Context: an optimization exercise on an open-source flow, tuned for small area. The choices shown serve that exercise and are no tape-out recipe. RTL that was checked went through simulation tests only; none was proved equivalent to the original. No functional check of the RTL was part of run 1. Power figures rest on the tool's default switching activity, not on a simulated workload.

===== flow/config.mk =====
export PLATFORM = sky130hd
export DESIGN_NAME = l1_state_array
export DESIGN_NICKNAME = l1_state_array
export VERILOG_FILES = /design/flow/design.v
export SDC_FILE = /design/flow/constraint.sdc
export NUM_CORES = 4
export LEC_CHECK = 0
export CAP_MARGIN = 0
export CORE_MARGIN = 2
export CORE_UTILIZATION = 40
export CTS_CLUSTER_DIAMETER = 120
export CTS_CLUSTER_SIZE = 25
export GPL_TIMING_DRIVEN = 0
export SLEW_MARGIN = 0
export SYNTH_HIERARCHICAL = 1
export SYNTH_MINIMUM_KEEP_SIZE = 0

===== flow/constraint.sdc =====
create_clock -name core_clock -period 7.0 [get_ports {clk}]
set_input_delay 1.4000 -clock core_clock [delete_from_list [all_inputs] [get_ports {clk}]]
set_output_delay 1.4000 -clock core_clock [all_outputs]
set_load 0.01 [all_outputs]

===== flow/design.v =====
module l1_state_array #(
  parameter int NUM_SETS     = 64,
  parameter int NUM_WAYS     = 8,
  parameter int NUM_RD_PORTS = 2,
  parameter int STATE_W      = 2,
  parameter int INV_STATE    = 0,
  localparam int SET_W       = $clog2(NUM_SETS)
) (
  input  logic                                     clk,
  input  logic                                     reset_n,
  input  logic [NUM_RD_PORTS-1:0]                  rd_en_mm1,
  input  logic [NUM_RD_PORTS*SET_W-1:0]            rd_set_mm1,
  output logic [NUM_RD_PORTS-1:0]                  rd_valid_mm2,
  output logic [NUM_RD_PORTS*NUM_WAYS*STATE_W-1:0] rd_state_mm2,
  input  logic                                     wr_en_mm3,
  input  logic [SET_W-1:0]                         wr_set_mm3,
  input  logic [NUM_WAYS-1:0]                      wr_way_mask_mm3,
  input  logic [STATE_W-1:0]                       wr_state_mm3,
  input  logic                                     flash_inv_req,
  output logic                                     ready,
  output logic                                     flash_inv_done,
  output logic                                     wr_err
);
  localparam int LINE_W = NUM_WAYS * STATE_W;
  localparam int NTRI   = NUM_SETS / 3;           
  localparam int NPART  = NTRI + 1;               
  localparam int NQUAD  = (NPART + 3) / 4;        
  logic                                r_ready;    
  logic                                r_flush;    
  logic [SET_W-1:0]                    r_cnt;
  logic                                r_done;
  logic                                r_wr_err;
  logic                                w_sweep;
  logic                                w_sweep_last;
  logic                                w_wr_acc;
  logic [NUM_SETS-1:0][LINE_W-1:0]     r_mem;
  logic [NUM_RD_PORTS-1:0]             r_rd_valid;
  logic [NUM_RD_PORTS*SET_W-1:0]       r_rd_set;
  assign w_sweep      = ~r_ready;
  assign w_sweep_last = (r_cnt == SET_W'(NUM_SETS - 1));
  assign w_wr_acc     = wr_en_mm3 & r_ready;
  always_ff @(posedge clk or negedge reset_n) begin
    if (!reset_n) begin
      r_ready  <= 1'b0;
      r_flush  <= 1'b0;
      r_cnt    <= '0;
      r_done   <= 1'b0;
      r_wr_err <= 1'b0;
    end else begin
      r_wr_err <= wr_en_mm3 & ~r_ready;
      r_done   <= w_sweep & r_flush & w_sweep_last;
      if (w_sweep) begin
        r_cnt <= r_cnt + SET_W'(1);
        if (w_sweep_last) r_ready <= 1'b1;
      end else if (flash_inv_req) begin
        r_ready <= 1'b0;
        r_flush <= 1'b1;
      end
    end
  end
  logic [7:0]                w_wr_hi, w_wr_lo;    
  logic [NUM_SETS-1:0]       w_row_n;             
  logic [NUM_WAYS-1:0]       w_way_n;             
  logic [STATE_W-1:0]        w_wdata;
  l1sa_dec3 u_wr_hi (.en(w_wr_acc), .all(w_sweep), .a(wr_set_mm3[5:3]), .y(w_wr_hi));
  l1sa_dec3a u_wr_lo (.all(w_sweep), .a(wr_set_mm3[2:0]), .y(w_wr_lo));
  for (genvar s = 0; s < NUM_SETS; s++) begin : g_row
    l1sa_nand2 u_row (.a(w_wr_hi[s/8]), .b(w_wr_lo[s%8]), .y(w_row_n[s]));
  end
  for (genvar w = 0; w < NUM_WAYS; w++) begin : g_col
    l1sa_nor2 u_col (.a(wr_way_mask_mm3[w]), .b(w_sweep), .y(w_way_n[w]));
  end
  assign w_wdata = w_sweep ? STATE_W'(INV_STATE) : wr_state_mm3;
  for (genvar s = 0; s < NUM_SETS; s++) begin : g_set
    for (genvar w = 0; w < NUM_WAYS; w++) begin : g_way
      logic w_we;
      l1sa_nor2 u_we (.a(w_row_n[s]), .b(w_way_n[w]), .y(w_we));
      always_ff @(posedge clk) begin
        if (w_we) r_mem[s][w*STATE_W +: STATE_W] <= w_wdata;
      end
    end
  end
  always_ff @(posedge clk or negedge reset_n) begin
    if (!reset_n) r_rd_valid <= '0;
    else          r_rd_valid <= rd_en_mm1 & {NUM_RD_PORTS{r_ready}};
  end
  always_ff @(posedge clk) begin
    r_rd_set <= rd_set_mm1;
  end
  for (genvar p = 0; p < NUM_RD_PORTS; p++) begin : g_port
    logic [7:0]          w_hi_n, w_lo_n;    
    logic [NUM_SETS-1:0] w_sel;             
    l1sa_dec3n u_hi (.en(r_rd_valid[p]), .a(r_rd_set[p*SET_W+3 +: 3]), .y_n(w_hi_n));
    l1sa_dec3n1 u_lo (.a(r_rd_set[p*SET_W +: 3]), .y_n(w_lo_n));
    for (genvar s = 0; s < NUM_SETS; s++) begin : g_sel
      l1sa_nor2 u_sel (.a(w_hi_n[s/8]), .b(w_lo_n[s%8]), .y(w_sel[s]));
    end
    for (genvar b = 0; b < LINE_W; b++) begin : g_bit
      logic [NPART-1:0]     w_part_n;        
      logic [NQUAD-1:0]     w_quad;          
      for (genvar t = 0; t < NTRI; t++) begin : g_tri
        l1sa_aoi222 u_tri (
          .a1(w_sel[3*t]),   .a2(r_mem[3*t][b]),
          .b1(w_sel[3*t+1]), .b2(r_mem[3*t+1][b]),
          .c1(w_sel[3*t+2]), .c2(r_mem[3*t+2][b]),
          .y(w_part_n[t]));
      end
      l1sa_nand2 u_last (.a(w_sel[NUM_SETS-1]), .b(r_mem[NUM_SETS-1][b]), .y(w_part_n[NTRI]));
      for (genvar q = 0; q < NQUAD - 1; q++) begin : g_quad
        l1sa_nand4 u_quad (.a(w_part_n[4*q]), .b(w_part_n[4*q+1]),
                           .c(w_part_n[4*q+2]), .d(w_part_n[4*q+3]), .y(w_quad[q]));
      end
      l1sa_nand2 u_quad_last (.a(w_part_n[NPART-2]), .b(w_part_n[NPART-1]), .y(w_quad[NQUAD-1]));
      l1sa_or6 u_out (.a(w_quad), .y(rd_state_mm2[p*LINE_W + b]));
    end
  end
  assign rd_valid_mm2   = r_rd_valid;
  assign ready          = r_ready;
  assign flash_inv_done = r_done;
  assign wr_err         = r_wr_err;
endmodule
module l1sa_dec3 (
  input  logic       en,
  input  logic       all,
  input  logic [2:0] a,
  output logic [7:0] y
);
  always_comb for (int unsigned i = 0; i < 8; i++) y[i] = all | (en & (a == 3'(i)));
endmodule
module l1sa_dec3a (
  input  logic       all,
  input  logic [2:0] a,
  output logic [7:0] y
);
  always_comb for (int unsigned i = 0; i < 8; i++) y[i] = all | (a == 3'(i));
endmodule
module l1sa_dec3n1 (
  input  logic [2:0] a,
  output logic [7:0] y_n
);
  always_comb for (int unsigned i = 0; i < 8; i++) y_n[i] = ~(a == 3'(i));
endmodule
module l1sa_dec3n (
  input  logic       en,
  input  logic [2:0] a,
  output logic [7:0] y_n
);
  always_comb for (int unsigned i = 0; i < 8; i++) y_n[i] = ~(en & (a == 3'(i)));
endmodule
module l1sa_aoi222 (
  input  logic a1, a2, b1, b2, c1, c2,
  output logic y
);
  assign y = ~((a1 & a2) | (b1 & b2) | (c1 & c2));
endmodule
module l1sa_or6 (
  input  logic [5:0] a,
  output logic       y
);
  logic [2:0] w_n;
  l1sa_nor2  u_n0 (.a(a[0]), .b(a[1]), .y(w_n[0]));
  l1sa_nor2  u_n1 (.a(a[2]), .b(a[3]), .y(w_n[1]));
  l1sa_nor2  u_n2 (.a(a[4]), .b(a[5]), .y(w_n[2]));
  l1sa_nand3 u_y  (.a(w_n[0]), .b(w_n[1]), .c(w_n[2]), .y(y));
endmodule
module l1sa_nand3 (
  input  logic a, b, c,
  output logic y
);
  assign y = ~(a & b & c);
endmodule
module l1sa_nand2 (
  input  logic a, b,
  output logic y
);
  assign y = ~(a & b);
endmodule
module l1sa_nand4 (
  input  logic a, b, c, d,
  output logic y
);
  assign y = ~(a & b & c & d);
endmodule
module l1sa_nor2 (
  input  logic a, b,
  output logic y
);
  assign y = ~(a | b);
endmodule

===== flow/flow/run.sh =====
#!/bin/bash
# Standard layout, with port buffers of a small cell instead of the default.
set -e
cp standard.sh standard.sh.txt
export BUFFER_PORTS_ARGS="-buffer_cell sky130_fd_sc_hd__buf_2"
bash standard.sh > standard.log 2>&1

===== flow/standard.sh =====
#!/bin/bash
# synth_recipe.tcl (not shown) runs the flow's synth.tcl, then flattens the netlist and writes it again
# the make line also repeats each setting of config.mk as NAME=value (left out here)
make -C /OpenROAD-flow-scripts/flow DESIGN_CONFIG=/design/flow/config.mk WORK_HOME=/design/flow/orfs CLKGATE_MAP_FILE= SYNTH_SCRIPT=/design/flow/synth_recipe.tcl "${@:-finish}"

==> reports/metrics.cfg, run 1 <==
[outcome]
run_status = finished with violations
failed_checks = capacitance limit, slew limit

[placement]
dpl.hpwl_um = 99800
place_congestion = 0.959
placed_cell_area_um2 = 46400
pre_cts_ws_ps = 1840
io_buffers = 70

[detailed_routing]
antenna_left = 0
num_vias = 32748
wirelength_um = 155000
dr.pass1.iters = 13
via_per_inst = 7.33
drc = 0
drtIter0Drc = 8303
wl_per_cell_um = 34.8

[grt]
grt_max_degree = 88
grt_overflow_total = 0
met1_usage = 0.366
grtUsageTotal = 0.269
grt_pass1_wl_um = 215000
antenna_found_initial = 13
top_usage_layer = met2
grtUsageMet2 = 0.404
grt.met3_usage = 0.0744
grt_pass1_vias = 30887

[clock_network]
ctsHoldBuffers = 0
cts_buffers = 47
cts-htree-levels = 2
clock_path_buffers = 3
clkTransAtPathRegs_ps = 100
cts.sinks = 1048
cts_tree = built
cts_resized = 0
clkLatencyLatePin_ps = 650
postCtsSetupBuffers = 0
root_buffer = clkbuf_16

[sta]
rsz0062_at_grt = false
finalMaxSlewViolations = 52
skew_ps = 19.5
hold_violations = 0
worstMarginPinSlew_ps = 1570
setup_slack_ps = 1070
fin_crit_sh = 0.847
fmax_mhz = 169
slew_headroom = -0.0494
period_needed_ps = 5930
setup_viol = 0

[synthesis]
syn_inst = 2869
synth_top_cell_area_share = 0.714
yosysTopAreaCell = edfxtp_1
yosys_warnings = 11
yosys.cell_types.count = 35
synthTopCellsByArea = edfxtp_1 (71%), a222oi_1 (16%), nor2_1 (6.5%), nand4_1 (2.4%), nand2_1 (1.2%)
ys_seq_area_frac = 0.726
ys_ff_latch = 1048
syn_area_um2 = 43100
syn_avg_cell_area_um2 = 15.0

[worst_setup_path]
cp-startpoint = r_rd_set[6]
cp-start-kind = register
r2r_setup_slack_ps = 3610
endpoint_kind = output port
r2r_start = r_ready
critPathKind = reg2out
r2r-end = r_mem[625]
cpPeakStageDelay_ps = 1250
slowest_stage = nor2_1
cp_max_fo = 16
path_buf_inv = 1
endpoint = rd_state_mm2[30]
reg2reg_depth = 5
worstPathArrival_ps = 4530
path_delay_family = simple AND/OR/NAND/NOR gates
crit_required_ps = 5600
cpMostUsedCell = nor2_1
cp_num_cells = 7
crit_chain = or3b_1, nor2_1, a222oi_1, nand4_1, nor2_1, nand3_1, buf_2

[power_and_ir_drop]
power_switching_mw = 4.82
p_seq_frac = 0.687
peakVddDrop_uv = 277
total_power_mw = 16.4
power_density_nw_per_um2 = 343
total_leakage_power_nw = 16.9
power_frac_comb = 0.121
netSwitchingFraction = 0.294
clkPwrFrac = 0.192
internal_power_mw = 11.6

[floorplan]
core_um2 = 107000
io_pins = 71
initial_core_util = 0.403
rows = 120
die_h_um = 332
die_area_um2 = 110000
die_x_um = 332

[worst_hold_path]
hold_path_class = reg2reg

[job]
maxCapViolCount = 8

[layout]
final_nets = 3077
drive_gt1_frac = 0.0901
fin_util = 0.447
fin_area_um2 = 47800
syn2layout_area_growth_pct = 10.8
nFillCells = 9623

-- synth_stat cells --
library cell,number
a21o_1,1
a21o_2,2
a222oi_1,672
a31o_1,4
a41o_2,3
and2_1,5
and3b_1,1
buf_2,1
clkbuf_1,1
dfrtp_1,12
dfxtp_1,12
edfxtp_1,1024
ha_1,1
inv_1,3
inv_2,2
mux2_1,1
nand2_1,134
nand2b_1,2
nand3_1,34
nand3b_1,6
nand4_1,163
nand4b_1,6
nand4b_2,1
nand4bb_1,6
nor2_1,747
nor2_2,1
nor2b_1,1
nor2b_4,1
o21ai_1,1
o21bai_1,6
or3_1,2
or3b_1,6
or4b_1,2
xnor2_1,4
xor2_1,1
-- worst min-delay path by stage --
| stage | cells after the start | start | slack (ps) | endpoint |
|---|---|---|---|---|
| final | 2 | r_flush | 460 | r_flush |
| after global routing | 1 | r_cnt[5] | 500 | r_cnt[5] |
| after detailed placement | 2 | r_flush | 440 | r_flush |
| after global placement | 2 | r_flush | 430 | r_flush |
| after CTS | 2 | r_flush | 470 | r_flush |
| after floorplan | 2 | r_flush | 410 | r_flush |
-- power groups by stage --
stage / clock, mW / sequential, mW / combinational [mW]
detailed placement: 0 / 11.3 / 1.94
floorplan: 0 / 10.9 / 1.20
CTS: 3.18 / 11.2 / 1.93
finish: 3.15 / 11.2 / 1.98
global placement: 0 / 11.3 / 1.81
global route: 3.38 / 11.5 / 2.11
-- logic make-up (layout without fill, tap and decap cells) --
family | Yosys count | in the layout | synth area share
buffers and inverters | 7 | 200 | 0.000639
AO/OA/AOI/OAI | 689 | 689 | 0.159
other | 0 | 5 | 0
multiplexers | 1 | 1 | 0.000261
XOR/XNOR | 5 | 5 | 0.00102
flip-flops | 1048 | 1048 | 0.726
AND/OR/NAND/NOR | 1118 | 1118 | 0.112
adder cells (fa/ha/maj) | 1 | 1 | 0.000290
-- layer usage --
layer  vias to the layer above  part of all wire  routed length, um
met3                       423              0.15              23200
met2                      2748              0.43              67500
met5                         -            0.0010                159
met4                        16             0.049               7640
li1                      13226                 -                  -
met1                     16335              0.37              56900
-- layout make-up --
cell class | count | area (um^2) | share of cell area
antenna | 5 | 12.5 | 0.000262
buffer | 2 | 8.76 | 0.000183
clock buffer | 68 | 1250 | 0.0263
clock inverter | 1 | 8.76 | 0.000183
inverter | 5 | 18.8 | 0.000393
multi-input combinational | 1814 | 12100 | 0.252
sequential | 1048 | 31300 | 0.655
tap | 1403 | 1760 | 0.0368
timing repair buffer | 124 | 1350 | 0.0283
-- tightest hold or removal path, cell delays in order (launching register included) --
cell and delay, ps:
dfrtp_1 340, inv_1 50, nand2_1 50
-- modules after synthesis, one instance, submodules excluded, excerpt --
module	cell area [um^2]	times used	flops+latches	cells
l1_state_array	31500	1	1048	1075
l1sa_dec3	106	1	0	13
l1sa_dec3a	85.1	1	0	13
l1sa_dec3n	76.3	2	0	8
l1sa_dec3n1	60.1	2	0	8
l1sa_aoi222	10.0	672	0	1
l1sa_nand4	6.26	160	0	1
l1sa_nand3	5.00	32	0	1
l1sa_nand2	3.75	128	0	1
l1sa_nor2	3.75	744	0	1
-- through the flow --
step,hold WS (ps),setup TNS [ps],cells
2_1_floorplan,415,0,2869
3_3_place_gp,428,-2987740,4342
3_5_place_dp,444,0,4394
4_1_cts,466,0,4463
5_1_grt,500,0,4465
6_report,459,0,4470
-- sequential cells by signal (all words and copies together), names as in the netlist --
name        count
r_cnt           6
r_rd_valid      2
r_flush         1
r_wr_err        1
r_rd_set       12
r_mem        1024
r_done          1
r_ready         1
-- cells in the final DEF, fill, tap and decap left out, types with 4 or more instances in the layout --
cell type / count
edfxtp_1: 1024
buf_8: 11
nand4bb_1: 6
nor2_2: 84
buf_12: 13
nand2_1: 134
clkbuf_1: 22
nand4b_1: 6
nand3_1: 34
buf_2: 71
xnor2_1: 4
dfxtp_1: 12
nand3b_1: 6
clkbuf_16: 47
nor2_4: 8
dfrtp_1: 12
buf_6: 14
nand4_1: 163
buf_16: 15
nor2_1: 656
a31o_1: 4
a222oi_1: 672
or3b_1: 6
o21bai_1: 6
diode_2: 5
==> run 2: changes to the inputs <==
--- a/flow/design.v
+++ b/flow/design.v
@@ -64,5 +64,5 @@
   logic [STATE_W-1:0]        w_wdata;
   l1sa_dec3 u_wr_hi (.en(w_wr_acc), .all(w_sweep), .a(wr_set_mm3[5:3]), .y(w_wr_hi));
-  l1sa_dec3a u_wr_lo (.all(w_sweep), .a(wr_set_mm3[2:0]), .y(w_wr_lo));
+  l1sa_dec3 u_wr_lo (.en(1'b1),     .all(w_sweep), .a(wr_set_mm3[2:0]), .y(w_wr_lo));
   for (genvar s = 0; s < NUM_SETS; s++) begin : g_row
     l1sa_nand2 u_row (.a(w_wr_hi[s/8]), .b(w_wr_lo[s%8]), .y(w_row_n[s]));
@@ -92,5 +92,5 @@
     logic [NUM_SETS-1:0] w_sel;             
     l1sa_dec3n u_hi (.en(r_rd_valid[p]), .a(r_rd_set[p*SET_W+3 +: 3]), .y_n(w_hi_n));
-    l1sa_dec3n1 u_lo (.a(r_rd_set[p*SET_W +: 3]), .y_n(w_lo_n));
+    l1sa_dec3n u_lo (.en(1'b1),          .a(r_rd_set[p*SET_W   +: 3]), .y_n(w_lo_n));
     for (genvar s = 0; s < NUM_SETS; s++) begin : g_sel
       l1sa_nor2 u_sel (.a(w_hi_n[s/8]), .b(w_lo_n[s%8]), .y(w_sel[s]));
@@ -128,17 +128,4 @@
   always_comb for (int unsigned i = 0; i < 8; i++) y[i] = all | (en & (a == 3'(i)));
 endmodule
-module l1sa_dec3a (
-  input  logic       all,
-  input  logic [2:0] a,
-  output logic [7:0] y
-);
-  always_comb for (int unsigned i = 0; i < 8; i++) y[i] = all | (a == 3'(i));
-endmodule
-module l1sa_dec3n1 (
-  input  logic [2:0] a,
-  output logic [7:0] y_n
-);
-  always_comb for (int unsigned i = 0; i < 8; i++) y_n[i] = ~(a == 3'(i));
-endmodule
 module l1sa_dec3n (
   input  logic       en,
@@ -158,15 +145,5 @@
   output logic       y
 );
-  logic [2:0] w_n;
-  l1sa_nor2  u_n0 (.a(a[0]), .b(a[1]), .y(w_n[0]));
-  l1sa_nor2  u_n1 (.a(a[2]), .b(a[3]), .y(w_n[1]));
-  l1sa_nor2  u_n2 (.a(a[4]), .b(a[5]), .y(w_n[2]));
-  l1sa_nand3 u_y  (.a(w_n[0]), .b(w_n[1]), .c(w_n[2]), .y(y));
-endmodule
-module l1sa_nand3 (
-  input  logic a, b, c,
-  output logic y
-);
-  assign y = ~(a & b & c);
+  assign y = |a;
 endmodule
 module l1sa_nand2 (
==> flow/run.sh (new file) <==
#!/bin/bash
# synth_recipe.tcl (not shown) runs the flow's synth.tcl, then flattens the netlist and writes it again
# the make line also repeats each setting of config.mk as NAME=value (left out here)
make -C /OpenROAD-flow-scripts/flow DESIGN_CONFIG=/design/flow/config.mk WORK_HOME=/design/flow/orfs CLKGATE_MAP_FILE= SYNTH_SCRIPT=/design/flow/synth_recipe.tcl finish
==> flow/config.mk (replaced) <==
export PLATFORM = sky130hd
export DESIGN_NAME = l1_state_array
export DESIGN_NICKNAME = l1_state_array
export VERILOG_FILES = /design/flow/design.v
export SDC_FILE = /design/flow/constraint.sdc
export NUM_CORES = 4
export LEC_CHECK = 0
export CAP_MARGIN = 20
export CORE_MARGIN = 2
export CORE_UTILIZATION = 40
export SLEW_MARGIN = 20
export SYNTH_HIERARCHICAL = 1
export SYNTH_MINIMUM_KEEP_SIZE = 0
removed: flow/flow/run.sh
removed: flow/standard.sh
==> run 2 against run 1 <==
The run now finishes clean. Clock power rose by 89%. Critical endpoint is now rd_state_mm2[27]. Largest power group unchanged. Utilization rose by 2.4 points. Register-to-register slack improved by 70 ps. Total power rose by 18%. Non-clock buffer count rose by 45. Critical path type unchanged. Clock skew fell by 3.6 ps. Combinational power barely moved.
==> reports/metrics.cfg, run 2 <==
[outcome]
run_status = finished clean

[placement]
dp.cells = 4429  ; +0.80%
io_buffers = 70  ; unchanged
place_congestion = 1.00  ; +4.4%
dpl.hpwl_um = 114000  ; +14%
placed_cell_area_um2 = 46600  ; +0.45%

[clock_network]
clock_path_buffers = 3  ; unchanged
root_buffer = clkbuf_16
cts_buffers = 112  ; +140%
cts_tree = built
cts_resized = 0  ; unchanged
cts.sinks = 1048  ; unchanged
clkTransAtPathRegs_ps = 60  ; -40 ps
postCtsSetupBuffers = 0  ; unchanged
ctsHoldBuffers = 0  ; unchanged
cts-htree-levels = 3  ; +1
clkLatencyLatePin_ps = 720  ; +70 ps

[layout]
drive_gt1_frac = 0.106  ; +0.0156
fin_area_um2 = 50300  ; +5.4%
seq_area_um2 = 31300  ; unchanged
final_nets = 3175  ; +3.2%
nFillCells = 9199  ; -4.4%
reg_top3 = r_mem x1024, r_rd_set x12, r_cnt x6
regMostFlops = r_mem
syn2layout_area_growth_pct = 16.8
largest_reg_flops = 1024  ; unchanged
mostFrequentLayoutCells = edfxtp_1 (1024), a222oi_1 (672), nor2_1 (621), nand4_1 (165), nand2_1 (165)
layoutNonFillerInstCount = 4642  ; +3.8%
final_common_cell = edfxtp_1
multi_input_area_um2 = 12000  ; -0.18%

[grt]
grt_max_degree = 218  ; +150%
grtUsageTotal = 0.295  ; +0.0264
grt_overflow_total = 0  ; unchanged
antenna_found_initial = 10  ; -3
grt_pass1_wl_um = 233000  ; +8.3%
grt_pass1_vias = 32225  ; +4.3%

[synthesis]
ys_ff_latch = 1048  ; unchanged
synthArstFlopShare = 0.0115  ; unchanged
synthTopCellsByArea = edfxtp_1 (71%), a222oi_1 (16%), nor2_1 (6.0%), nand4_1 (2.4%), nand2_1 (1.4%)
ys_seq_area_frac = 0.726  ; about the same
syn_inst = 2838  ; -1.1%
yosys.cell_types.count = 30  ; -14%
yosysTopAreaCell = edfxtp_1
yosys-top-cells-count = edfxtp_1 (1024), nor2_1 (683), a222oi_1 (672), nand2_1 (165), nand4_1 (165)
synth_edf_count = 1024  ; unchanged
yosys_warnings = 9  ; -2
synth_top_cell_area_share = 0.714  ; about the same
syn_area_um2 = 43100  ; about the same
yosysMostFrequentCell = edfxtp_1
synth_ff_type = edfxtp_1
syn_avg_cell_area_um2 = 15.2  ; +1.0%

[worst_setup_path]
cp-start-kind = register
worstPathArrival_ps = 5350  ; +820 ps
reg2reg_depth = 5  ; unchanged
r2r-end = r_mem[273]
endpoint = rd_state_mm2[27]
r2r_start = r_ready
cp-startpoint = r_rd_set[6]
critPathKind = reg2out
crit_required_ps = 5600  ; about the same
r2r_setup_slack_ps = 3680  ; +70 ps
endpoint_kind = output port
cp_max_fo = 16  ; unchanged

[sta]
slew_headroom = 0.0497  ; +0.0992
finalMaxSlewViolations = 0  ; -100%
hold_violations = 0  ; unchanged
fmax_mhz = 148  ; -12%
skew_ps = 15.9  ; -3.62 ps
fin_crit_sh = 0.964  ; +0.117
worstMarginPinSlew_ps = 1430  ; -143 ps
rsz0062_at_grt = false
period_needed_ps = 6750  ; +819 ps
setup_viol = 0  ; unchanged
tns_ps = 0  ; unchanged

[detailed_routing]
wl_per_cell_um = 36.4  ; +4.8%
via_per_inst = 7.28  ; -0.59%
num_vias = 33807  ; +3.2%
drtIter0Drc = 8057  ; -3.0%
dr.pass1.iters = 16  ; +3
wirelength_um = 169000  ; +8.8%
antenna_left = 0  ; unchanged
drc = 0  ; unchanged

[power_and_ir_drop]
total_leakage_power_nw = 18.2  ; +7.6%
total_power_mw = 19.3  ; +18%
power_density_nw_per_um2 = 384  ; +12%
peakVddDrop_uv = 264  ; -4.7%

[floorplan]
die_x_um = 332  ; about the same
initial_core_util = 0.403  ; about the same
die_h_um = 332  ; about the same
io_pins = 71  ; unchanged
core_um2 = 107000  ; unchanged
rows = 120  ; unchanged
die_area_um2 = 110000  ; about the same

[worst_hold_path]
whs_path_depth = 2  ; unchanged
hold_path_class = reg2reg

[job]
maxCapViolCount = 0  ; -8

## run 2: cell count changes after synthesis, moves of 3 or more
cell | previous run | this run
or3b_1 | 6 | 0
nand4bb_1 | 6 | 12
nand3b_1 | 6 | 0
nand4b_1 | 6 | 12
a41o_2 | 3 | 6
nand3_1 | 34 | 0
o21bai_1 | 6 | 0
a31o_1 | 4 | 8
nor2_1 | 747 | 683
nand2_1 | 134 | 165
nor4_1 | 0 | 32
## run 2: layer usage
metal  track usage  vias up  share of wire
li1              -    13518              -
met5             0        -        0.00044
met2         0.461     2914           0.45
met4         0.130       10          0.050
met1         0.377    16927           0.35
met3        0.0932      438           0.15
## run 2: cell families (layout without fill, tap and decap cells)
group           after synthesis  after routing  share of synthesized area
xor+xnor                      5              5                    0.00102
flops                      1048           1048                      0.726
mux                           1              1                   0.000261
fa+ha+maj                     1              1                   0.000290
simple gates               1084           1084                      0.111
buf+inv                       9            386                   0.000813
other cells                   1             25                  0.0000871
compound gates              689            689                      0.160
## run 2: how the worst min path moves through the flow
stage	to	slack, ps	from
finish	r_flush	440	r_flush
global route	r_flush	480	r_flush
CTS	r_flush	450	r_flush
detailed placement	r_flush	430	r_flush
global placement	r_flush	420	r_flush
floorplan	r_flush	410	r_flush
## run 2: Yosys stat by module, one instance, submodules excluded
module	flip-flops and latches	cells inside	cell area [um^2]	times used
l1_state_array	1048	1076	31500	1
l1sa_aoi222	0	1	10.0	672
l1sa_dec3	0	13	106	2
l1sa_dec3n	0	8	76.3	4
l1sa_nand2	0	1	3.75	128
l1sa_nand4	0	1	6.26	160
l1sa_nor2	0	1	3.75	648
l1sa_or6	0	3	13.8	32
## run 2: power breakdown
| part | switching [mW] | internal (mW) |
|---|---|---|
| Combinational | 1.58 | 0.394 |
| Sequential | 1.43 | 9.98 |
| Clock | 2.51 | 3.44 |
| Total | 5.52 | 13.8 |
## run 2: final cells by class
cell class                      instances  area share
Tap cell                             1403      0.0349
Clock inverter                         73      0.0147
Timing Repair Buffer                  171      0.0301
Sequential cell                      1048       0.622
Clock buffer                          136      0.0585
Inverter                                6    0.000448
Multi-Input combinational cell       1801       0.239
Antenna cell                            4    0.000199
## run 2: per-stage QoR
step / utilization / setup WS, ps / hold slack, ps
final: 0.471 / 249 / 444
after CTS: 0.470 / 508 / 446
after global routing: 0.471 / 333 / 481
after detailed placement: 0.436 / 1280 / 431
after floorplan: - / 1290 / 415
after global placement: 0.435 / 1170 / 425
## run 2: worst max-delay path, stage by stage, from the launching register on
cell             delay, ps
dfxtp_1                460
nand4bb_1              770
nor2_1                 120
buf_4                  250
a222oi_1               630
nand4_1                520
nor4_1                1110
nand2_1                210
clkdlybuf4s50_1        550
==> run 3: changes to the inputs <==
--- a/flow/design.v
+++ b/flow/design.v
@@ -64,5 +64,5 @@
   logic [STATE_W-1:0]        w_wdata;
   l1sa_dec3 u_wr_hi (.en(w_wr_acc), .all(w_sweep), .a(wr_set_mm3[5:3]), .y(w_wr_hi));
-  l1sa_dec3 u_wr_lo (.en(1'b1),     .all(w_sweep), .a(wr_set_mm3[2:0]), .y(w_wr_lo));
+  l1sa_dec3a u_wr_lo (.all(w_sweep), .a(wr_set_mm3[2:0]), .y(w_wr_lo));
   for (genvar s = 0; s < NUM_SETS; s++) begin : g_row
     l1sa_nand2 u_row (.a(w_wr_hi[s/8]), .b(w_wr_lo[s%8]), .y(w_row_n[s]));
@@ -89,10 +89,12 @@
   end
   for (genvar p = 0; p < NUM_RD_PORTS; p++) begin : g_port
-    logic [7:0]          w_hi_n, w_lo_n;    
+    logic [7:0]          w_hi, w_lo;        
     logic [NUM_SETS-1:0] w_sel;             
-    l1sa_dec3n u_hi (.en(r_rd_valid[p]), .a(r_rd_set[p*SET_W+3 +: 3]), .y_n(w_hi_n));
-    l1sa_dec3n u_lo (.en(1'b1),          .a(r_rd_set[p*SET_W   +: 3]), .y_n(w_lo_n));
+    logic                w_valid_n;
+    l1sa_inv u_valid_n (.a(r_rd_valid[p]), .y(w_valid_n));
+    l1sa_dec3h u_hi (.a(r_rd_set[p*SET_W+3 +: 3]), .y(w_hi));
+    l1sa_dec3h u_lo (.a(r_rd_set[p*SET_W +: 3]), .y(w_lo));
     for (genvar s = 0; s < NUM_SETS; s++) begin : g_sel
-      l1sa_nor2 u_sel (.a(w_hi_n[s/8]), .b(w_lo_n[s%8]), .y(w_sel[s]));
+      l1sa_and2 u_sel (.a(w_hi[s/8]), .b(w_lo[s%8]), .y(w_sel[s]));
     end
     for (genvar b = 0; b < LINE_W; b++) begin : g_bit
@@ -112,5 +114,5 @@
       end
       l1sa_nand2 u_quad_last (.a(w_part_n[NPART-2]), .b(w_part_n[NPART-1]), .y(w_quad[NQUAD-1]));
-      l1sa_or6 u_out (.a(w_quad), .y(rd_state_mm2[p*LINE_W + b]));
+      l1sa_or6 u_out (.a(w_quad), .en_n(w_valid_n), .y(rd_state_mm2[p*LINE_W + b]));
     end
   end
@@ -128,10 +130,16 @@
   always_comb for (int unsigned i = 0; i < 8; i++) y[i] = all | (en & (a == 3'(i)));
 endmodule
-module l1sa_dec3n (
-  input  logic       en,
+module l1sa_dec3a (
+  input  logic       all,
   input  logic [2:0] a,
-  output logic [7:0] y_n
+  output logic [7:0] y
 );
-  always_comb for (int unsigned i = 0; i < 8; i++) y_n[i] = ~(en & (a == 3'(i)));
+  always_comb for (int unsigned i = 0; i < 8; i++) y[i] = all | (a == 3'(i));
+endmodule
+module l1sa_dec3h (
+  input  logic [2:0] a,
+  output logic [7:0] y
+);
+  always_comb for (int unsigned i = 0; i < 8; i++) y[i] = (a == 3'(i));
 endmodule
 module l1sa_aoi222 (
@@ -143,7 +151,30 @@
 module l1sa_or6 (
   input  logic [5:0] a,
+  input  logic       en_n,
   output logic       y
 );
-  assign y = |a;
+  logic [2:0] w_n;
+  l1sa_nor2  u_n0 (.a(a[0]), .b(a[1]), .y(w_n[0]));
+  l1sa_nor2  u_n1 (.a(a[2]), .b(a[3]), .y(w_n[1]));
+  l1sa_nor2  u_n2 (.a(a[4]), .b(a[5]), .y(w_n[2]));
+  l1sa_aoi31 u_y  (.a1(w_n[0]), .a2(w_n[1]), .a3(w_n[2]), .b1(en_n), .y(y));
+endmodule
+module l1sa_aoi31 (
+  input  logic a1, a2, a3, b1,
+  output logic y
+);
+  assign y = ~((a1 & a2 & a3) | b1);
+endmodule
+module l1sa_inv (
+  input  logic a,
+  output logic y
+);
+  assign y = ~a;
+endmodule
+module l1sa_and2 (
+  input  logic a, b,
+  output logic y
+);
+  assign y = a & b;
 endmodule
 module l1sa_nand2 (
--- a/flow/config.mk
+++ b/flow/config.mk
@@ -9,4 +9,6 @@
 export CORE_MARGIN = 2
 export CORE_UTILIZATION = 40
+export CTS_CLUSTER_DIAMETER = 120
+export CTS_CLUSTER_SIZE = 25
 export SLEW_MARGIN = 20
 export SYNTH_HIERARCHICAL = 1
==> run 3 against run 2 <==
Setup slack better by 460 ps. Sequential share of layout area is 3.4 points higher. Largest cell class unchanged. Area after synthesis is 0.88% higher. Critical path depth is 1 lower. Clock skew is 7.2 ps higher. Clock-buffer cell count is 51 lower. Clock power is 44% lower. First-iteration DRC count is 27% higher. Routed wire length is 1.3% higher. Die area is 0.87% higher. Still clean on timing, DRC and antenna.
==> reports/metrics.cfg, run 3 <==
[floorplan]
die_h_um = 334  ; +0.43%
rows = 120  ; unchanged
die_area_um2 = 111000  ; +0.87%
core_um2 = 107000  ; +0.42%
initial_core_util = 0.405  ; +0.00183
io_pins = 71  ; unchanged
die_x_um = 334  ; +0.43%

[synthesis]
syn_avg_cell_area_um2 = 15.1  ; -0.28%
yosys_warnings = 10  ; +1
synth_ff_type = edfxtp_1
synthArstFlopShare = 0.0115  ; unchanged
yosysMostFrequentCell = edfxtp_1
synth_top_cell_area_share = 0.708  ; -0.00621
synthTopCellsByArea = edfxtp_1 (71%), a222oi_1 (15%), nor2_1 (5.3%), nand4_1 (2.3%), and2_1 (1.9%)
syn_inst = 2871  ; +1.2%
yosysTopAreaCell = edfxtp_1
ys_seq_area_frac = 0.720  ; -0.00632
syn_area_um2 = 43500  ; +0.88%
yosys.cell_types.count = 33  ; +10%
yosys-top-cells-count = edfxtp_1 (1024), a222oi_1 (672), nor2_1 (619), nand4_1 (161), nand2_1 (134)
synth_edf_count = 1024  ; unchanged
ys_ff_latch = 1048  ; unchanged

[grt]
grt_max_degree = 203  ; -6.9%
grt_pass1_wl_um = 237000  ; +1.4%
grt_overflow_total = 0  ; unchanged
antenna_found_initial = 10  ; unchanged
grt_pass1_vias = 31802  ; -1.3%
grtUsageTotal = 0.297  ; +0.00222

[clock_network]
cts-htree-levels = 2  ; -1
cts_resized = 0  ; unchanged
postCtsSetupBuffers = 0  ; unchanged
cts.sinks = 1048  ; unchanged
cts_buffers = 48  ; -57%
ctsHoldBuffers = 0  ; unchanged
clkLatencyLatePin_ps = 700  ; -20 ps
root_buffer = clkbuf_16
cts_tree = built
clock_path_buffers = 3  ; unchanged
clkTransAtPathRegs_ps = 90  ; +30 ps

[layout]
largest_reg_flops = 1024  ; unchanged
drive_gt1_frac = 0.0400  ; -0.0657
final_nets = 3045  ; -4.1%
layoutNonFillerInstCount = 4464  ; -3.8%
reg_top3 = r_mem x1024, r_rd_set x12, r_cnt x6
regMostFlops = r_mem
fin_area_um2 = 47700  ; -5.2%
syn2layout_area_growth_pct = 9.73
mostFrequentLayoutCells = edfxtp_1 (1024), a222oi_1 (672), nor2_1 (611), nand4_1 (161), nand2_1 (134)
final_common_cell = edfxtp_1

[worst_setup_path]
cp-start-kind = register
cp_max_fo = 16  ; unchanged
endpoint_kind = output port
critPathKind = reg2out
reg2reg_depth = 4  ; -1
crit_chain = nor3b_2, and2_1, a222oi_1, nand4_1, nor2_1, a31oi_1, clkdlybuf4s50_1
r2r_start = r_ready
worstPathArrival_ps = 4890  ; -460 ps
cpPeakStageDelay_ps = 960  ; -150 ps
r2r_setup_slack_ps = 3610  ; -70 ps
r2r-end = r_mem[484]
crit_required_ps = 5600  ; about the same
slowest_stage = nor3b_2

[placement]
placed_cell_area_um2 = 46200  ; -0.76%
io_buffers = 70  ; unchanged
dp.cells = 4363  ; -1.5%
pre_cts_ws_ps = 1740  ; +454 ps
place_congestion = 1.03  ; +2.7%
dpl.hpwl_um = 113000  ; -1.1%

[power_and_ir_drop]
peakVddDrop_uv = 211  ; -20%
total_leakage_power_nw = 16.8  ; -8.0%
total_power_mw = 17.1  ; -12%
power_density_nw_per_um2 = 359  ; -6.7%

[sta]
period_needed_ps = 6290  ; -461 ps
slew_headroom = 0.191  ; +0.141
worstMarginPinSlew_ps = 1210  ; -212 ps
setup_slack_ps = 710  ; +461 ps
fmax_mhz = 159  ; +7.3%
rsz0062_at_grt = false
tns_ps = 0  ; unchanged
finalMaxSlewViolations = 0  ; unchanged
skew_ps = 23.0  ; +7.17 ps
hold_violations = 0  ; unchanged
setup_viol = 0  ; unchanged
fin_crit_sh = 0.899  ; -0.0658

[worst_hold_path]
hold_path_class = reg2reg
worstHoldEndpoint = r_flush
whs_path_depth = 2  ; unchanged
worstHoldStart = r_flush

[detailed_routing]
drtIter0Drc = 10250  ; +27%
dr.pass1.iters = 17  ; +1
wl_per_cell_um = 38.4  ; +5.3%
wirelength_um = 171000  ; +1.3%
via_per_inst = 7.58  ; +4.1%
antenna_left = 0  ; unchanged
drc = 0  ; unchanged
num_vias = 33829  ; +0.065%

[job]
maxCapViolCount = 0  ; unchanged

[outcome]
run_status = finished clean

## run 3: changes by cell type after synthesis, sizes merged, moves of 12 or more
cell,previous run,this run
nand2,165,134
nor4,32,0
and2,5,133
nor2,684,620
nor3b,0,12
nand4bb,12,0
and3b,1,13
a31oi,0,32
nand4b,13,1
## run 3: cell families after synthesis
group	synth area share
AND/OR/NAND/NOR	0.115
flip-flops	0.720
AO/OA/AOI/OAI	0.163
buffers and inverters	0.000806
XOR/XNOR	0.00101
multiplexers	0.000259
adder cells (fa/ha/maj)	0.000288
## run 3: worst max path at each step
stage | from | to | slack (ps) | depth (start not counted)
5_1_grt | r_rd_set[7] | rd_state_mm2[22] | 840 | 7
3_5_place_dp | r_rd_set[7] | rd_state_mm2[22] | 1740 | 7
3_3_place_gp | r_rd_set[6] | rd_state_mm2[22] | 1130 | 7
4_1_cts | r_rd_set[7] | rd_state_mm2[22] | 970 | 7
6_report | r_rd_set[7] | rd_state_mm2[22] | 710 | 7
2_1_floorplan | wr_state_mm3[0] | r_mem[0] | 1290 | 1
## run 3: critical path, delay by kind of cell, from the launching register on
kind | cells | cell delay, ps
and+or+nand+nor | 4 | 2180
AOI/OAI and AO/OA | 2 | 880
buffers and inverters | 1 | 660
DFF | 1 | 500
## run 3: layer usage
layer | wire length (um) | up-vias | GRT usage
met5 | 31 | - | 0
met4 | 7390 | 6 | 0.104
met3 | 27100 | 476 | 0.0987
met2 | 74800 | 3189 | 0.452
met1 | 61900 | 16976 | 0.399
li1 | - | 13182 | -
## run 3: per-module statistics from Yosys, one instance, submodules excluded, a selection
module | cell area, um^2 | times used | cells inside
l1sa_dec3 | 106 | 1 | 13
l1sa_nand4 | 6.26 | 160 | 1
l1sa_aoi31 | 6.26 | 32 | 1
l1sa_inv | 3.75 | 2 | 1
l1_state_array | 31500 | 1 | 1075
l1sa_aoi222 | 10.0 | 672 | 1
l1sa_nand2 | 3.75 | 128 | 1
l1sa_dec3h | 65.1 | 4 | 8
l1sa_dec3a | 85.1 | 1 | 13
l1sa_nor2 | 3.75 | 616 | 1
l1sa_and2 | 6.26 | 128 | 1
## run 3: cell type report
type	count	area, um^2
antenna	12	30.0
tap	1403	1760
multi-input combinational	1814	12200
clock buffer	85	1360
fill	9451	59700
inverter	7	26.3
sequential	1048	31300
clock inverter	4	50.0
timing repair buffer	91	921
## run 3: where the power goes
group,switching [mW],internal (mW),total (mW)
Sequential,1.50,9.90,11.4
Clock,1.98,1.35,3.33
Combinational,1.88,0.480,2.36
Total,5.37,11.7,17.1
## run 3: per-stage QoR
step	hold slack, ps	util
2_1_floorplan	415	-
3_3_place_gp	425	0.431
3_5_place_dp	436	0.431
4_1_cts	458	0.444
5_1_grt	482	0.444
6_report	455	0.444
==> run 4: changes to the inputs <==
==> flow/flow/run.sh (new file) <==
#!/bin/bash
# The standard layout (standard.sh), with two changes:
#  - port buffers use the smallest buffer cell instead of the default;
#  - clock tree synthesis uses larger sink clusters and no dummy loads.
set -euo pipefail
export BUFFER_PORTS_ARGS="-buffer_cell sky130_fd_sc_hd__buf_1"
export CTS_ARGS="-sink_clustering_enable -repair_clock_nets -sink_clustering_size 25 -sink_clustering_max_diameter 120 -dont_use_dummy_load"
bash standard.sh > standard.log 2>&1
==> flow/standard.sh (new file) <==
#!/bin/bash
# synth_recipe.tcl (not shown) runs the flow's synth.tcl, then flattens the netlist and writes it again
# the make line also repeats each setting of config.mk as NAME=value (left out here)
make -C /OpenROAD-flow-scripts/flow DESIGN_CONFIG=/design/flow/config.mk WORK_HOME=/design/flow/orfs CLKGATE_MAP_FILE= SYNTH_SCRIPT=/design/flow/synth_recipe.tcl "${@:-finish}"
--- a/flow/config.mk
+++ b/flow/config.mk
@@ -9,6 +9,4 @@
 export CORE_MARGIN = 2
 export CORE_UTILIZATION = 40
-export CTS_CLUSTER_DIAMETER = 120
-export CTS_CLUSTER_SIZE = 25
 export SLEW_MARGIN = 20
 export SYNTH_HIERARCHICAL = 1
removed: flow/run.sh
==> run 4 against run 3 <==
Clock-buffer cell count is 38 lower. Sequential cell count unchanged. Area after synthesis unchanged. Die area unchanged. Register-to-register slack gained 340 ps. Highest routed layer unchanged.
==> reports/metrics.cfg, run 4 <==
[power_and_ir_drop]
total_leakage_power_nw = 16.5  ; -1.3%
clkPwrFrac = 0.186  ; -0.009
power_switching_mw = 5.07  ; -5.5%
p_seq_frac = 0.680  ; +0.013
power_density_nw_per_um2 = 354  ; -1.4%
power_frac_comb = 0.134  ; -0.004
netSwitchingFraction = 0.305  ; -0.00908
internal_power_mw = 11.6  ; -1.4%
total_power_mw = 16.6  ; -2.7%
peakVddDrop_uv = 210  ; -0.50%

[detailed_routing]
dr.pass1.iters = 13  ; -4
wl_met3_um = 24300  ; -10%
wl_met2_um = 65600  ; -12%
highest_layer = met5
drc = 0  ; unchanged
wl_per_cell_um = 35.6  ; -7.1%
wl_met1_um = 60900  ; -1.6%
num_vias = 32836  ; -2.9%
via_per_inst = 7.42  ; -2.1%
drtIter0Drc = 8502  ; -17%
wirelength_um = 158000  ; -7.8%
antenna_left = 0  ; unchanged

[synthesis]
yosysMostFrequentCell = edfxtp_1
syn_area_um2 = 43500  ; unchanged
yosysTopAreaCell = edfxtp_1
synthTopCellsByArea = edfxtp_1 (71%), a222oi_1 (15%), nor2_1 (5.3%), nand4_1 (2.3%), and2_1 (1.9%)
yosys_warnings = 10  ; unchanged
synthXorXnorAreaFrac = 0.00101  ; unchanged
yosys.cell_types.count = 33  ; unchanged
synthSimpleGateAreaFrac = 0.115  ; unchanged
synth_ff_type = edfxtp_1
synth_edf_count = 1024  ; unchanged
synth_compound_area_frac = 0.163  ; unchanged
ys_ff_latch = 1048  ; unchanged
synth_top_family_by_area = compound AO/OA/AOI/OAI gates
syn_inst = 2871  ; unchanged
synth_fa_ha_area_frac = 0.000288  ; unchanged
ys_seq_area_frac = 0.720  ; unchanged
synth_top_cell_area_share = 0.708  ; unchanged
synthMuxAreaShare = 0.000259  ; unchanged
yosys-top-cells-count = edfxtp_1 (1024), a222oi_1 (672), nor2_1 (619), nand4_1 (161), nand2_1 (134)
synthArstFlopShare = 0.0115  ; unchanged
syn_avg_cell_area_um2 = 15.1  ; unchanged

[worst_setup_path]
endpoint = rd_state_mm2[5]
worstPathArrival_ps = 4200  ; -690 ps
cp-startpoint = r_rd_set[5]
crit_required_ps = 5600  ; about the same
r2r_start = r_ready
cp-start-kind = register
endpoint_kind = output port
r2r-end = r_mem[903]
r2r_setup_slack_ps = 3950  ; +340 ps
reg2reg_depth = 4  ; unchanged
critPathKind = reg2out
cp_max_fo = 16  ; unchanged

[floorplan]
die_x_um = 334  ; unchanged
rows = 120  ; unchanged
die_h_um = 334  ; unchanged
io_pins = 71  ; unchanged
initial_core_util = 0.405  ; unchanged
core_um2 = 107000  ; unchanged
die_area_um2 = 111000  ; unchanged

[sta]
tns_ps = 0  ; unchanged
slew_headroom = 0.189  ; -0.00167
setup_slack_ps = 1400  ; +688 ps
hold_ws_ps = 456  ; +0.219 ps
finalMaxSlewViolations = 0  ; unchanged
hold_violations = 0  ; unchanged
skew_ps = 61.1  ; +38.0 ps
fin_crit_sh = 0.800  ; -0.0983
fmax_mhz = 178  ; +12%
rsz0062_at_grt = false
period_needed_ps = 5600  ; -688 ps
setup_viol = 0  ; unchanged
worstMarginPinSlew_ps = 1220  ; +3.32 ps

[layout]
syn2layout_area_growth_pct = 8.20
drive_gt1_frac = 0.0388  ; -0.00122
regMostFlops = r_mem
largest_reg_flops = 1024  ; unchanged
reg_top3 = r_mem x1024, r_rd_set x12, r_cnt x6
layoutNonFillerInstCount = 4426  ; -0.85%
fin_area_um2 = 47000  ; -1.4%
mostFrequentLayoutCells = edfxtp_1 (1024), a222oi_1 (672), nor2_1 (611), nand4_1 (161), nand2_1 (134)
final_nets = 3053  ; +0.26%
nFillCells = 9613  ; +1.7%
seq_area_um2 = 31300  ; unchanged
multi_input_area_um2 = 12200  ; -0.27%
final_common_cell = edfxtp_1
fin_util = 0.438  ; -0.00618

[outcome]
run_status = finished clean

[clock_network]
clkLatencyLatePin_ps = 680  ; -20 ps
cts_tree = built
postCtsSetupBuffers = 0  ; unchanged
cts_buffers = 47  ; -2.1%
cts.sinks = 1048  ; unchanged
root_buffer = clkbuf_16
cts-htree-levels = 2  ; unchanged
ctsHoldBuffers = 0  ; unchanged
clock_path_buffers = 3  ; unchanged
clkTransAtPathRegs_ps = 100  ; about the same
cts_resized = 0  ; unchanged

[placement]
placed_cell_area_um2 = 45800  ; -0.92%
place_congestion = 0.988  ; -3.8%
dp.cells = 4372  ; +0.21%
dpl.hpwl_um = 103000  ; -9.0%
pre_cts_ws_ps = 2190  ; +453 ps
io_buffers = 70  ; unchanged

[worst_hold_path]
hold_path_class = reg2reg

[grt]
grt_overflow_total = 0  ; unchanged
grt_pass1_wl_um = 219000  ; -7.4%
grtUsageTotal = 0.272  ; -0.0255
grt_max_degree = 231  ; +14%
antenna_found_initial = 8  ; -2
grt_pass1_vias = 30288  ; -4.8%

[job]
maxCapViolCount = 0  ; unchanged

==> run 4: cell counts after synthesis <==
Identical to the previous run, type by type.
==> run 4: layout make-up <==
cell class,count,share of cell area
well taps,1403,0.0373
repair buffers,100,0.0114
multi-input cells,1814,0.260
inverters,7,0.000559
clock buffers,47,0.0250
flip-flops and latches,1048,0.666
diodes,7,0.000373
==> run 4: routing by layer <==
metal	vias to the layer above	GRT usage
li1	13190	-
met1	16608	0.386
met2	2708	0.387
met3	322	0.0876
met4	8	0.103
met5	-	0
==> run 4: critical path, cell delays in order (launching register included) <==
cell	delay, ps
dfxtp_1	500
nor3b_1	910
and2_1	780
a222oi_1	280
nand4_1	300
nor2_1	160
a31oi_1	390
buf_1	200
==> run 4: how the worst min path moves through the flow <==
stage            start  endpoint  slack, ps  cells after the start
2_1_floorplan  r_flush   r_flush        410                      2
3_3_place_gp   r_flush   r_flush        430                      2
3_5_place_dp   r_flush   r_flush        440                      2
4_1_cts        r_flush   r_flush        460                      2
5_1_grt        r_flush   r_flush        510                      2
6_report       r_flush   r_flush        460                      2
==> run 4: kinds of logic after synthesis <==
group | count (synthesis)
adder cells (fa/ha/maj) | 1
AO/OA/AOI/OAI | 721
multiplexers | 1
AND/OR/NAND/NOR | 1086
flip-flops | 1048
XOR/XNOR | 5
buffers and inverters | 9
==> run 4: power groups by stage <==
stage	combinational [mW]	sequential [mW]	clock, mW
4_1_cts	2.17	11.2	3.11
2_1_floorplan	1.35	10.9	0
5_1_grt	2.36	11.5	3.31
3_5_place_dp	2.17	11.3	0
6_report	2.23	11.3	3.09
3_3_place_gp	2.09	11.3	0
==> run 4: per-module statistics from Yosys (local to each module, per instance), a selection <==
module / flip-flops and latches / cell area, um^2
l1sa_aoi222: 0 / 10.0
l1sa_inv: 0 / 3.75
l1sa_dec3: 0 / 106
l1sa_dec3h: 0 / 65.1
l1sa_aoi31: 0 / 6.26
l1sa_dec3a: 0 / 85.1
l1_state_array: 1048 / 31500
l1sa_nand2: 0 / 3.75
l1sa_nand4: 0 / 6.26
l1sa_nor2: 0 / 3.75
l1sa_and2: 0 / 6.26
==> run 5: changes to the inputs <==
==> flow/flow/run.sh (replaced) <==
#!/bin/bash
# The standard layout (standard.sh), with two changes:
#  - port buffers use the smallest buffer cell instead of the default;
#  - clock tree synthesis uses buf_12 buffers, sink clusters of up to 25
#    registers and no dummy loads.
set -euo pipefail
export BUFFER_PORTS_ARGS="-buffer_cell sky130_fd_sc_hd__buf_1"
export CTS_ARGS="-sink_clustering_enable -repair_clock_nets -sink_clustering_size 25 -sink_clustering_max_diameter 120 -buf_list sky130_fd_sc_hd__buf_12 -dont_use_dummy_load"
bash standard.sh > standard.log 2>&1
==> run 5 against run 4 <==
Total power is 0.86% lower. Largest power group unchanged. Clock-buffer cell count did not move. Register-to-register slack lost 20 ps. Combinational power hardly changed. Die area unchanged. Synthesized cell count stayed put. Clock skew barely moved. Design area down 0.49%. Routed wire length barely moved.
==> reports/metrics.cfg, run 5 <==
[outcome]
run_status = finished clean

[synthesis]
yosysMostFrequentCell = edfxtp_1
ys_ff_latch = 1048  ; unchanged
syn_avg_cell_area_um2 = 15.1  ; unchanged
syn_inst = 2871  ; unchanged
syn_area_um2 = 43500  ; unchanged
yosysTopAreaCell = edfxtp_1
synthArstFlopShare = 0.0115  ; unchanged
synthTopCellsByArea = edfxtp_1 (71%), a222oi_1 (15%), nor2_1 (5.3%), nand4_1 (2.3%), and2_1 (1.9%)
synth_top_cell_area_share = 0.708  ; unchanged
ys_seq_area_frac = 0.720  ; unchanged
synth_ff_type = edfxtp_1
yosys.cell_types.count = 33  ; unchanged
yosys_warnings = 10  ; unchanged
synth_edf_count = 1024  ; unchanged
yosys-top-cells-count = edfxtp_1 (1024), a222oi_1 (672), nor2_1 (619), nand4_1 (161), nand2_1 (134)

[sta]
skew_ps = 61.0  ; -0.0348 ps
worstMarginPinSlew_ps = 1200  ; -13.2 ps
hold_ws_ps = 458  ; +2.04 ps
setup_viol = 0  ; unchanged
hold_violations = 0  ; unchanged
tns_ps = 0  ; unchanged
slew_headroom = 0.198  ; +0.00877
fin_crit_sh = 0.786  ; -0.0144
finalMaxSlewViolations = 0  ; unchanged
fmax_mhz = 182  ; +1.8%
period_needed_ps = 5500  ; -101 ps
rsz0062_at_grt = false

[clock_network]
cts_buffers = 47  ; unchanged
cts_resized = 0  ; unchanged
cts.sinks = 1048  ; unchanged
clock_path_buffers = 3  ; unchanged
clkLatencyLatePin_ps = 610  ; -70 ps
root_buffer = buf_12
clkTransAtPathRegs_ps = 110  ; about the same
postCtsSetupBuffers = 0  ; unchanged
ctsHoldBuffers = 0  ; unchanged
cts_tree = built
cts-htree-levels = 2  ; unchanged

[power_and_ir_drop]
power_switching_mw = 5.09  ; +0.29%
netSwitchingFraction = 0.308  ; +0.00353
clkPwrFrac = 0.179  ; -0.007
p_seq_frac = 0.686  ; +0.006
internal_power_mw = 11.4  ; -1.4%
power_density_nw_per_um2 = 352  ; -0.36%
total_power_mw = 16.5  ; -0.86%
total_leakage_power_nw = 16.4  ; -0.83%
peakVddDrop_uv = 242  ; +15%
power_frac_comb = 0.135  ; about the same

[layout]
largest_reg_flops = 1024  ; unchanged
mostFrequentLayoutCells = edfxtp_1 (1024), a222oi_1 (672), nor2_1 (611), nand4_1 (161), nand2_1 (134)
regMostFlops = r_mem
seq_area_um2 = 31300  ; unchanged
fin_area_um2 = 46800  ; -0.49%
syn2layout_area_growth_pct = 7.67
reg_top3 = r_mem x1024, r_rd_set x12, r_cnt x6
drive_gt1_frac = 0.0388  ; unchanged
final_common_cell = edfxtp_1
final_nets = 3053  ; unchanged
layoutNonFillerInstCount = 4427  ; +0.023%
nFillCells = 9650  ; +0.38%
multi_input_area_um2 = 12200  ; unchanged

[worst_hold_path]
worstHoldStart = r_flush
hold_path_class = reg2reg

[worst_setup_path]
cp_max_fo = 16  ; unchanged
worstPathArrival_ps = 4100  ; -100 ps
r2r_start = r_ready
r2r-end = r_mem[899]
path_buf_inv = 1  ; unchanged
cp-startpoint = r_rd_set[5]
cp_num_cells = 7  ; unchanged
slowest_stage = nor3b_1
cpPeakStageDelay_ps = 900  ; about the same
r2r_setup_slack_ps = 3930  ; -20 ps
endpoint_kind = output port
crit_chain = nor3b_1, and2_1, a222oi_1, nand4_1, nor2_1, a31oi_1, buf_1
cp-start-kind = register
endpoint = rd_state_mm2[5]
path_delay_family = simple AND/OR/NAND/NOR gates
reg2reg_depth = 4  ; unchanged
critPathKind = reg2out
crit_required_ps = 5600  ; about the same

[detailed_routing]
drc = 0  ; unchanged
wl_per_cell_um = 35.6  ; -0.12%
dr.pass1.iters = 12  ; -1
drtIter0Drc = 8647  ; +1.7%
via_per_inst = 7.41  ; about the same
antenna_left = 0  ; unchanged
wirelength_um = 158000  ; about the same
num_vias = 32813  ; -0.070%

[floorplan]
rows = 120  ; unchanged
initial_core_util = 0.405  ; unchanged
die_x_um = 334  ; unchanged
die_area_um2 = 111000  ; unchanged
core_um2 = 107000  ; unchanged
io_pins = 71  ; unchanged
die_h_um = 334  ; unchanged

[placement]
io_buffers = 70  ; unchanged
placed_cell_area_um2 = 45800  ; unchanged
place_congestion = 0.988  ; unchanged
dp.cells = 4372  ; unchanged
dpl.hpwl_um = 103000  ; unchanged

[job]
maxCapViolCount = 0  ; unchanged

[grt]
grt_overflow_total = 0  ; unchanged
grt_pass1_vias = 30248  ; -0.13%
grt_max_degree = 231  ; unchanged
grt_pass1_wl_um = 220000  ; +0.18%
grtUsageTotal = 0.272  ; about the same
antenna_found_initial = 9  ; +1

==> run 5: cell types whose count changed in the layout (fill, tap and decap cells not counted) <==
cell       before  now
clkbuf_16      47    0
buf_12          4   51
diode_2         7    8
==> run 5: worst min path at each step <==
| stage | cells past startpoint | to |
|---|---|---|
| finish | 2 | r_flush |
| global route | 2 | r_flush |
| CTS | 2 | r_flush |
| detailed placement | 2 | r_flush |
| global placement | 2 | r_flush |
| floorplan | 2 | r_flush |
==> run 5: metrics by stage <==
stage                      util  worst slack [ps]
after global placement    0.427              2220
after floorplan               -              1290
after detailed placement  0.427              2190
final                     0.436              1500
after CTS                 0.436              1510
after global routing      0.436              1360
==> run 5: power by group through the flow <==
stage | combinational (mW) | clock [mW] | sequential [mW]
6_report | 2.23 | 2.95 | 11.3
3_5_place_dp | 2.17 | 0 | 11.3
4_1_cts | 2.17 | 2.99 | 11.2
2_1_floorplan | 1.35 | 0 | 10.9
5_1_grt | 2.36 | 3.18 | 11.5
3_3_place_gp | 2.09 | 0 | 11.3
==> run 5: cells by family (layout without fill, tap and decap cells) <==
family | count (synthesis) | count (layout) | synth area share
flip-flops | 1048 | 1048 | 0.720
other | 0 | 8 | 0
XOR/XNOR | 5 | 5 | 0.00101
adder cells (fa/ha/maj) | 1 | 1 | 0.000288
AND/OR/NAND/NOR | 1086 | 1086 | 0.115
multiplexers | 1 | 1 | 0.000259
AO/OA/AOI/OAI | 721 | 721 | 0.163
buffers and inverters | 9 | 154 | 0.000806
==> run 5: per-module statistics from Yosys, one instance, submodules excluded, a selection <==
module / cells inside / flops+latches
l1sa_dec3: 13 / 0
l1sa_and2: 1 / 0
l1sa_aoi31: 1 / 0
l1sa_nand4: 1 / 0
l1sa_nor2: 1 / 0
l1sa_inv: 1 / 0
==> run 5: worst reg2reg max path: stages, from the launching register on <==
cell,delay (ps)
dfrtp_1,540
inv_2,560
a21o_1,680
nand2_1,620
nor2_1,350
==> run 5: layer usage <==
layer | global-route usage | wire length (um) | vias up
met4 | 0.0999 | 6320 | 6
met5 | 0 | 184 | -
met1 | 0.389 | 60700 | 16674
met2 | 0.389 | 66200 | 2684
li1 | - | - | 13175
met3 | 0.0833 | 24200 | 274
==> run 5: layout make-up <==
| cell class | count | area share |
|---|---|---|
| inverters | 7 | 0.000562 |
| multi-input cells | 1814 | 0.261 |
| flip-flops and latches | 1048 | 0.669 |
| repair buffers | 100 | 0.0115 |
| well taps | 1403 | 0.0375 |
| clock buffers | 47 | 0.0201 |
| diodes | 8 | 0.000428 |

==> re-timing with driven ports <==
The flow's constraints put no driver on any port. The routed layouts listed below were extracted and timed again, unchanged, in two steps. Step 1 sets driving cells, clkbuf_16 on the clock port and buf_2 on the other inputs (assumed; they add their load-dependent delay and slew). Step 2, shift: input delay + t, output delay - t, t = (earliest + latest rising clock arrival at the registers) / 2. This alone moves slack from input paths to output paths. a / b / c = no drivers / after step 1 / after step 2; a / b = the first two.
run | t (ns) | slack for setup (ns) | worst hold slack (ns) | worst setup path at the end
run 1 | 0.709 | 1.068 / 1.004 / 1.713 | 0.459 / 0.459 / 0.459 | register to output
run 2 | 0.786 | 0.249 / 0.176 / 0.962 | 0.444 / 0.444 / 0.444 | register to output
run 3 | 0.754 | 0.710 / 0.632 / 1.386 | 0.455 / 0.455 / 0.455 | register to output
run 4 | 0.711 | 1.398 / 1.336 / 2.047 | 0.456 / 0.456 / 0.456 | register to output
run 5 | 0.661 | 1.499 / 1.422 / 2.083 | 0.458 / 0.458 / 0.458 | register to output
